From an optimization exercise on the open Yosys and OpenROAD flow, aimed at small area, a short achievable clock period and few clock cycles per item; shortcuts taken in it are not production practice.
Only simulation tests tie the RTL to the original design; equivalence was not proved.
No activity file was given, so power comes from the tool's default toggle rates.

==> flow/design.v, too long to show whole: its modules and the start of the top module <==
// module dot8: 3076 lines
// module systolic_mm_top: 105 lines
module systolic_mm_top (
    input  logic                  clk,
    input  logic                  rst,
    input  logic                  in_valid,
    input  logic [8-1:0] in_data,
    output logic                  out_valid,
    output logic [8-1:0] out_data,
    output logic                  busy,
    output logic                  done
);
  // ...
==> flow/run.sh <==
#!/bin/bash
# synth_recipe.tcl (not shown) runs the flow's synth.tcl, then flattens the netlist and writes it again
# the make line also repeats each setting of config.mk as NAME=value (left out here)
make -C /OpenROAD-flow-scripts/flow DESIGN_CONFIG=/design/flow/config.mk WORK_HOME=/design/flow/orfs CLKGATE_MAP_FILE= SYNTH_SCRIPT=/design/flow/synth_recipe.tcl finish
==> flow/config.mk <==
export PLATFORM = sky130hd
export DESIGN_NAME = systolic_mm_top
export DESIGN_NICKNAME = systolic_mm_top
export VERILOG_FILES = /design/flow/design.v
export SDC_FILE = /design/flow/constraint.sdc
export NUM_CORES = 4
export LEC_CHECK = 0
export CAP_MARGIN = 20
export CORE_MARGIN = 2
export CORE_UTILIZATION = 40
export SETUP_SLACK_MARGIN = 3.7
export SLEW_MARGIN = 20
==> flow/constraint.sdc <==
create_clock -name core_clock -period 6.0 [get_ports {clk}]
set_input_delay 1.2000 -clock core_clock [delete_from_list [all_inputs] [get_ports {clk}]]
set_output_delay 1.2000 -clock core_clock [all_outputs]
set_load 0.01 [all_outputs]
==> reports/results.ini, run 1 <==
[placement]
gp_congestion = 0.8235

[route]
wl_per_cell_um = 19.69
wl_met2_mm = 43.77

[layout]
nClkBuffers = 199
seq_share_pct = 65.83
drive_gt1_share_pct = 9.165
clk_share_pct = 7.746
fillers = 10820

[critical_path]
cp_slowest_cell = dfrtp_1
r2r_cells = 8
max_stage_delay_ns = 0.39
path_class = register to primary output
critPathCapture = done
critPathLaunch = dot8_inst.lp[3]

[synthesis]
synth_mux_area_share_pct = 0.5761
synth-main-ff-cell = edfxtp_1
synth_area_mm2 = 0.05082
synth_fp_nets = 3187
ys_ff_latch = 1375
synth_cell_types = 45
yosys_warnings = 3

[pwr]
p_leak_uw = 0.02099
p_switching_uw = 4123
p_sw_share_pct = 20.83
comb_power_uw = 989
pg_seq_uw = 10400

[job]
drv_cap = 0

[global_routing]
grt_max_degree = 181
gr-max-usage-layer = met2
grt_pass1_vias = 22510

[timing]
fin_hold_ws_ns = 0.3244
slew_headroom_pct = 27.09
finClkSkew_ns = 0.04072

[clock_network]
numCtsBuffers = 140
cts.sinks = 1375
cts_setup_buffers = 3
cts-resized-gates = 46

[min_path]
hp-class = register to register

[status]
run_status = timing/DRC/antenna clean

Testbench counts, summed over its fixed seeds: cycles 24,072, jobs 128.
==> run 2: changes to the inputs <==
--- a/flow/config.mk
+++ b/flow/config.mk
@@ -9,3 +9,4 @@
 export CORE_MARGIN = 2
-export CORE_UTILIZATION = 40
+export CORE_UTILIZATION = 60
+export CTS_CLUSTER_SIZE = 30
 export SETUP_SLACK_MARGIN = 3.7
==> run 2 against run 1 <==
  * Cell area is 1.1% lower
  * Sequential share of layout area up 0.75 points
  * First-iteration DRC count fell by 12%
  * Clock-buffer cell count shrank 18
  * Register-to-register slack hardly changed
  * Non-clock buffer count grew 1
  * Clock skew is 0.014 ns lower
  * Synthesized cell count did not move
  * Final cell count is 11% lower
  * Highest routed layer unchanged
==> reports/results.ini, run 2 <==
[status]
run_status = timing/DRC/antenna clean  ; unchanged

[global_routing]
grt_pass1_vias = 23120  ; was 22.51k
grt_use_total_pct = 22.97  ; was 14.68%
antenna_found_initial = 1  ; was 4
grt_pass1_wl_mm = 142.3  ; was 140.2 mm
grt_overflow = 0  ; unchanged
grt_max_degree = 182  ; was 181

[critical_path]
critPathCapture = done  ; unchanged
cp_slowest_cell = dfrtp_1  ; unchanged
critPathLaunch = dot8_inst.lp[3]  ; unchanged
reg2reg_to = dot8_inst.res[7]  ; unchanged
worst-endpoint-arrival_ns = 1.26  ; was 1.27 ns
crit-reg2reg-launch = dot8_inst.r8_c400  ; was dot8_inst.r8_c401
cp.required_ns = 4.80  ; about the same
cp_max_fo = 2  ; unchanged
crit_chain = buf_2  ; unchanged
cpLargestDelayFamily = flip-flops  ; unchanged
crit_cells = 1  ; unchanged
startpoint_type = register  ; unchanged
r2r_cells = 6  ; was 8
path_class = register to primary output  ; unchanged
critPathBufInv = 1  ; unchanged
max_stage_delay_ns = 0.39  ; about the same
cp-end-kind = primary output  ; unchanged
timing.reg2reg.setup_slack_ns = 3.65  ; about the same

[synthesis]
synth_most_common_cell = edfxtp_1  ; unchanged
synth_top_family_by_area = adder cells  ; unchanged
synthAdderAreaFrac_pct = 14.92  ; unchanged
synth-simple-area-share_pct = 4.924  ; unchanged
yosysTopAreaCellShare_pct = 60.50  ; unchanged
synth_top_area_cell = edfxtp_1  ; unchanged
synth_area_leaders = edfxtp_1 (61%), fa_1 (15%), dfxtp_1 (12%)  ; unchanged
ys_ff_latch = 1375  ; unchanged
synth_mux_area_share_pct = 0.5761  ; unchanged
ys_seq_area_share_pct = 74.77  ; unchanged
synth_commonest_cells = edfxtp_1 (1024), fa_1 (372), inv_1 (340), dfxtp_1 (307), nand2_1 (304)  ; unchanged
synth-main-ff-cell = edfxtp_1  ; unchanged
yosys_warnings = 3  ; unchanged
synthCells = 2793  ; unchanged
synth_compound_area_share_pct = 0.5859  ; unchanged
synth_fp_nets = 3187  ; unchanged
synth_cell_types = 45  ; unchanged
synth_edf_count = 1024  ; unchanged
synthArstFlopShare_pct = 3.200  ; unchanged
synth_area_mm2 = 0.05082  ; unchanged
synthXorXnorAreaFrac_pct = 1.556  ; unchanged
syn_avg_cell_area_um2 = 18.20  ; unchanged

[timing]
tightest_slew_ns = 0.9638  ; was 1.094 ns
rsz0062_at_grt = true  ; unchanged
finalHoldViolations = 0  ; unchanged
slew_headroom_pct = 35.75  ; was 27.09%
min_period_ns = 2.459  ; was 2.472 ns
slew_violations = 0  ; unchanged
fin_setup_tns_ns = 0  ; unchanged
finClkSkew_ns = 0.02665  ; was 0.04072 ns
clock.fmax_ghz = 0.4066  ; was 0.4046 GHz
worst_slack_ns = 3.541  ; was 3.528 ns
min_period_over_period_pct = 40.99  ; was 41.20%
finalSetupViolations = 0  ; unchanged
fin_hold_ws_ns = 0.3210  ; was 0.3244 ns

[clock_network]
holdBufCountCts = 0  ; unchanged
root_buffer = clkbuf_16  ; unchanged
numCtsBuffers = 138  ; was 140
cts.sinks = 1375  ; unchanged
cts_tree = built  ; unchanged
clk_pin_slew_ns = 0.06  ; about the same
h-tree-depth = 4  ; unchanged
clkLatencyLatePin_ns = 0.74  ; about the same
cts_buffer_depth = 3  ; unchanged

[floorplan]
initial_utilization_pct = 60.63  ; was 40.37%
core_mm2 = 0.08382  ; was 0.1259 mm²
die_w_um = 295.0  ; was 360.5 µm
die_h_um = 295.0  ; was 360.5 µm
row_count = 106  ; was 130
dieArea_mm2 = 0.08705  ; was 0.1299 mm²
ioPinCount = 22  ; unchanged

[route]
dr.max_layer_used = met4  ; unchanged
wirelength_mm = 94.48  ; was 92.88 mm
viasPerCell = 5.146  ; was 4.558
wl_met2_mm = 45.83  ; was 43.77 mm
vias = 21640  ; was 21.51k
wl_met3_mm = 5.209  ; was 4.652 mm
wl_per_cell_um = 22.47  ; was 19.69 µm
drc_errors = 0  ; unchanged
wl_met1_mm = 39.86  ; was 40.94 mm
drtAntennaViolNets = 0  ; unchanged
first_pass_iters = 5  ; unchanged
drt_first_iter_violations = 1712  ; was 1949

[layout]
nets = 3350  ; was 3351
layoutNonFillerInstCount = 4205  ; was 4718
seqCellArea_mm2 = 0.03802  ; was 0.03801 mm²
fillers = 5629  ; was 10.82k
multi_input_area_mm2 = 0.01156  ; was 0.01155 mm²
area_growth_pct = 12.35  ; was 13.62%
mostFrequentLayoutCells = edfxtp_1 (1024), fa_1 (372), inv_1 (340), nand2_1 (303), dfxtp_1 (303)  ; was edfxtp_1 (1024), fa_1 (372), inv_1 (340), dfxtp_1 (305), nand2_1 (303)
layout_commonest_cell = edfxtp_1  ; unchanged
largestRegisters = bq: 512 flops, la: 512 flops  ; unchanged
drive_gt1_share_pct = 9.479  ; was 9.165%

[pwr]
vdd_drop_max_mv = 0.3469  ; was 0.2490 mV
total_power_uw = 19720  ; was 19800 µW
p_leak_uw = 0.02100  ; was 0.02099 µW
power.density_mw_per_mm2 = 345.4  ; was 342.9 mW/mm²

[min_path]
hp-class = register to register  ; unchanged
hold_start = dot8_inst.r5_r2_pp7_0_0  ; was dot8_inst.r5_s309

[placement]
dp_hpwl_mm = 63.70  ; was 62.73 mm
dp_cells = 3945  ; was 4460
gp_congestion = 0.8417  ; was 0.8235
dpl_worst_slack_ns = 2.653  ; was 2.675 ns
portBuffers = 21  ; unchanged

[job]
drv_cap = 0  ; unchanged

-- run 2: cell count changes in the layout (fill, tap and decap cells not counted), moves of 2 or more --
cell / previous run / this run
clkbuf_1: 45 / 29
clkbuf_8: 11 / 9
clkinv_1: 12 / 26
clkinv_2: 18 / 25
clkinv_4: 0 / 2
dfxtp_1: 305 / 303
dfxtp_2: 2 / 4
-- run 2: repair_timing --
action | in CTS | in global routing
pin swaps | 2 | 4
resized for setup | 47 | 10
setup buffers | 2 | 3
endpoints found under the setup margin | 214 | 30
-- run 2: per-layer routing --
| layer | track usage, % | up-vias |
|---|---|---|
| met1 | 31.59 | 11180 |
| met3 | 4.631 | 179 |
| met2 | 36.31 | 593 |
| met5 | 0 | - |
| li1 | - | 9692 |
| met4 | 10.09 | 0 |
-- run 2: worst min-delay path by stage --
stage                                       to  depth (start not counted)
floorplan              dot8_inst.r5_r2_pp7_0_0                          0
global placement       dot8_inst.r8_r5_r2_s150                          0
detailed placement  dot8_inst.r8_r5_r2_pp7_0_0                          0
CTS                 dot8_inst.r8_r5_r2_pp7_0_0                          0
global route           dot8_inst.r8_r5_r2_s150                          0
finish              dot8_inst.r8_r5_r2_pp7_0_0                          0
-- run 2: power breakdown --
| group | internal [µW] | total, µW | switching [µW] |
|---|---|---|---|
| Clock | 4840 | 8320 | 3490 |
| Combinational | 507 | 1010 | 500 |
| Sequential | 10300 | 10400 | 105 |
| Total | 15600 | 19700 | 4090 |
-- run 2: final cells by class --
class	instances	share of cell area, %
tap	1134	2.485
antenna	1	0.004383
timing repair buffer	42	0.6398
clock inverter	73	1.161
multi-input combinational	1059	20.25
inverter	340	2.235
clock buffer	181	6.644
sequential	1375	66.58
-- run 2: kinds of logic (layout without fill, tap and decap cells) --
group,after synthesis,after routing
flops,1375,1375
fa+ha+maj,383,383
other cells,0,1
xor+xnor,84,84
mux,26,26
compound gates,41,41
buf+inv,359,636
simple gates,525,525
-- run 2: through the flow --
stage	util, %	area [µm²]
2_1_floorplan	-	50910
3_3_place_gp	62.74	52590
3_5_place_dp	62.74	52590
4_1_cts	68.04	57030
5_1_grt	68.12	57100
6_report	68.12	57100
==> run 3: changes to the inputs <==
--- a/flow/config.mk
+++ b/flow/config.mk
@@ -9,4 +9,5 @@
 export CORE_MARGIN = 2
-export CORE_UTILIZATION = 60
-export CTS_CLUSTER_SIZE = 30
+export CORE_UTILIZATION = 70
+export CTS_CLUSTER_DIAMETER = 60
+export CTS_CLUSTER_SIZE = 34
 export SETUP_SLACK_MARGIN = 3.7
==> run 3 against run 2 <==
  * Still clean on timing, DRC and antenna
  * Utilization rose by 8.7 points
  * Clock skew rose by 0.014 ns
  * Hold slack improved by 0.011 ns
  * Die area fell by 14%
  * Final cell count fell by 7.4%
  * Synthesized cell count did not move
  * Clock power fell by about 30%
  * Combinational power rose by 6%
  * Wire length rose by 1.0%
  * Highest routed layer unchanged
==> reports/results.ini, run 3 <==
[pwr]
total_power_uw = 17300  ; was 19720 µW
power.density_mw_per_mm2 = 314.0  ; was 345.4 mW/mm²
vdd_drop_max_mv = 0.5157  ; was 0.3469 mV
p_leak_uw = 0.02005  ; was 0.02100 µW

[critical_path]
critPathCapture = done  ; unchanged
cp_slowest_cell = dfrtp_1  ; unchanged
cp_max_fo = 2  ; unchanged
cp-end-kind = primary output  ; unchanged
path_class = register to primary output  ; unchanged
timing.reg2reg.setup_slack_ns = 3.70  ; was 3.65 ns
crit_cells = 1  ; unchanged
r2r_cells = 6  ; unchanged
critPathLaunch = dot8_inst.lp[3]  ; unchanged
worst-endpoint-arrival_ns = 1.23  ; was 1.26 ns
reg2reg_to = dot8_inst.res[7]  ; unchanged
crit_chain = buf_2  ; unchanged
crit-reg2reg-launch = dot8_inst.r8_c392  ; was dot8_inst.r8_c400
critPathBufInv = 1  ; unchanged
cpLargestDelayFamily = flip-flops  ; unchanged
cp.required_ns = 4.80  ; about the same
max_stage_delay_ns = 0.41  ; was 0.39 ns
startpoint_type = register  ; unchanged

[timing]
finalSetupViolations = 0  ; unchanged
slew_violations = 0  ; unchanged
clock.fmax_ghz = 0.4123  ; was 0.4066 GHz
min_period_over_period_pct = 40.43  ; was 40.99%
slew_headroom_pct = 31.87  ; was 35.75%
finalHoldViolations = 0  ; unchanged
finClkSkew_ns = 0.04030  ; was 0.02665 ns
fin_setup_tns_ns = 0  ; unchanged
tightest_slew_ns = 1.022  ; was 0.9638 ns
rsz0062_at_grt = true  ; unchanged
min_period_ns = 2.426  ; was 2.459 ns

[route]
wl_per_cell_um = 24.51  ; was 22.47 µm
first_pass_iters = 5  ; unchanged
wirelength_mm = 95.46  ; was 94.48 mm
viasPerCell = 5.597  ; was 5.146
drc_errors = 0  ; unchanged
drtAntennaViolNets = 0  ; unchanged
vias = 21800  ; was 21.64k
drt_first_iter_violations = 1992  ; was 1712

[synthesis]
synthArstFlopShare_pct = 3.200  ; unchanged
synth_fp_nets = 3187  ; unchanged
synth_most_common_cell = edfxtp_1  ; unchanged
ys_seq_area_share_pct = 74.77  ; unchanged
synth-main-ff-cell = edfxtp_1  ; unchanged
synth_cell_types = 45  ; unchanged
synthCells = 2793  ; unchanged
synth_area_mm2 = 0.05082  ; unchanged
yosys_warnings = 3  ; unchanged
synth_area_leaders = edfxtp_1 (61%), fa_1 (15%), dfxtp_1 (12%)  ; unchanged
synth_top_area_cell = edfxtp_1  ; unchanged
yosysTopAreaCellShare_pct = 60.50  ; unchanged
syn_avg_cell_area_um2 = 18.20  ; unchanged
synth_edf_count = 1024  ; unchanged
synth_commonest_cells = edfxtp_1 (1024), fa_1 (372), inv_1 (340), dfxtp_1 (307), nand2_1 (304)  ; unchanged
ys_ff_latch = 1375  ; unchanged

[layout]
mostFrequentLayoutCells = edfxtp_1 (1024), fa_1 (372), inv_1 (340), nand2_1 (303), dfxtp_1 (301)  ; was edfxtp_1 (1024), fa_1 (372), inv_1 (340), nand2_1 (303), dfxtp_1 (303)
nets = 3280  ; was 3350
area_growth_pct = 8.439  ; was 12.35%
layout_commonest_cell = edfxtp_1  ; unchanged
drive_gt1_share_pct = 7.204  ; was 9.479%
largestRegisters = bq: 512 flops, la: 512 flops  ; unchanged

[clock_network]
root_buffer = clkbuf_16  ; unchanged
clk_pin_slew_ns = 0.11  ; was 0.06 ns
cts_tree = built  ; unchanged
numCtsBuffers = 72  ; was 138
cts_buffer_depth = 3  ; unchanged
clkLatencyLatePin_ns = 0.66  ; was 0.74 ns
h-tree-depth = 3  ; was 4
holdBufCountCts = 0  ; unchanged
cts.sinks = 1375  ; unchanged

[global_routing]
grt_pass1_wl_mm = 144.1  ; was 142.3 mm
grt_use_total_pct = 26.98  ; was 22.97%
grt_max_degree = 193  ; was 182
grt_overflow = 0  ; unchanged
antenna_found_initial = 3  ; was 1
grt_pass1_vias = 23570  ; was 23.12k

[floorplan]
core_mm2 = 0.07173  ; was 0.08382 mm²
dieArea_mm2 = 0.07477  ; was 0.08705 mm²
die_h_um = 273.5  ; was 295.0 µm
die_w_um = 273.5  ; was 295.0 µm
ioPinCount = 22  ; unchanged
initial_utilization_pct = 70.85  ; was 60.63%
row_count = 98  ; was 106

[status]
run_status = timing/DRC/antenna clean  ; unchanged

[placement]
portBuffers = 21  ; unchanged
gp_congestion = 0.8711  ; was 0.8417
dp_hpwl_mm = 63.03  ; was 63.70 mm

[min_path]
hp-class = register to register  ; unchanged

[job]
drv_cap = 0  ; unchanged

## run 3: cell counts after synthesis
Identical to the previous run, type by type.
## run 3: what timing repair did
| item | 4_1_cts | 5_1_grt |
|---|---|---|
| pin swaps | 1 | 0 |
| endpoints found under the setup margin | 180 | 159 |
| gates resized for setup | 56 | 9 |
| gates cloned | 0 | 1 |
| setup buffers | 3 | 1 |
## run 3: cells by family after synthesis
logic type / after synthesis / synth area share (%)
and+or+nand+nor: 525 / 4.924
DFF: 1375 / 74.77
buffers and inverters: 359 / 2.669
adders and majority gates: 383 / 14.92
muxes: 26 / 0.5761
AOI/OAI and AO/OA: 41 / 0.5859
xor gates and xnor gates: 84 / 1.556
## run 3: metrics by stage
| step | setup WS (ns) | cell area (µm²) | hold slack (ns) | std cells | util (%) |
|---|---|---|---|---|---|
| after floorplan | 1.185 | 50910 | 0.3096 | 2793 | - |
| after global placement | 2.666 | 52350 | 0.3119 | 3757 | 72.98 |
| after detailed placement | 2.611 | 52350 | 0.3132 | 3757 | 72.98 |
| after CTS | 3.530 | 55020 | 0.3341 | 3891 | 76.70 |
| after global routing | 3.533 | 55110 | 0.3411 | 3893 | 76.82 |
| final | 3.574 | 55110 | 0.3321 | 3895 | 76.83 |
## run 3: how the worst min path moves through the flow
stage	cells past startpoint	start	slack (ns)	endpoint
global route	0	dot8_inst.r5_s350	0.34	dot8_inst.r8_r5_s350
floorplan	0	dot8_inst.r2_pp7_0_0	0.31	dot8_inst.r5_r2_pp7_0_0
detailed placement	0	dot8_inst.r5_r2_s150	0.31	dot8_inst.r8_r5_r2_s150
global placement	0	dot8_inst.r5_s349	0.31	dot8_inst.r8_r5_s349
finish	0	dot8_inst.r5_r2_s150	0.33	dot8_inst.r8_r5_r2_s150
CTS	0	dot8_inst.r5_r2_s150	0.33	dot8_inst.r8_r5_r2_s150
## run 3: final cells by class
cell class	count	area (µm²)
Sequential cell	1375	38020
Tap cell	950	1189
Multi-Input combinational cell	1059	11570
Clock inverter	53	782.0
Inverter	340	1276
Antenna cell	2	5.005
Fill cell	3931	16620
Timing Repair Buffer	38	425.4
Clock buffer	78	1846
## run 3: power by group
group,switching [µW],leakage (µW),internal (µW)
Combinational,533,0.00685,533
Clock,3280,0.00124,2570
Sequential,110,0.0120,10300
Total,3930,0.0200,13400
## run 3: layer usage
| layer | GRT usage (%) | routed length (µm) | vias up |
|---|---|---|---|
| li1 | - | - | 9482 |
| met1 | 36.24 | 37160 | 11370 |
| met2 | 45.37 | 48710 | 747 |
| met3 | 3.746 | 5315 | 203 |
| met4 | 11.32 | 4265 | 0 |
| met5 | 0 | 0 | - |

[afterwards: timing with drivers on the ports]
The results above use ideal ports. As a check the final layouts listed here were re-extracted and re-timed, cells and wires unchanged. Step 1, drivers: a clkbuf_16 drives clk and a buf_2 each remaining input, both assumed. Step 2, shift: input delay + t, output delay - t, t = (earliest + latest rising clock arrival at the registers) / 2. This alone moves slack from input paths to output paths. Three values: ideal, step 1, step 2; two values: the first two.
run	t, ns	setup slack, ns	worst slew at a driven data input, ns
run 1	0.786	3.528 / 3.462 / 3.298	0.03
run 2	0.794	3.541 / 3.475 / 3.240	0.03
run 3	0.706	3.574 / 3.512 / 3.157	0.04
After both steps every run listed still meets setup and hold. The setup slack of run 3, which loses most, moves by -0.062 ns with the drivers and by -0.417 ns with both steps.
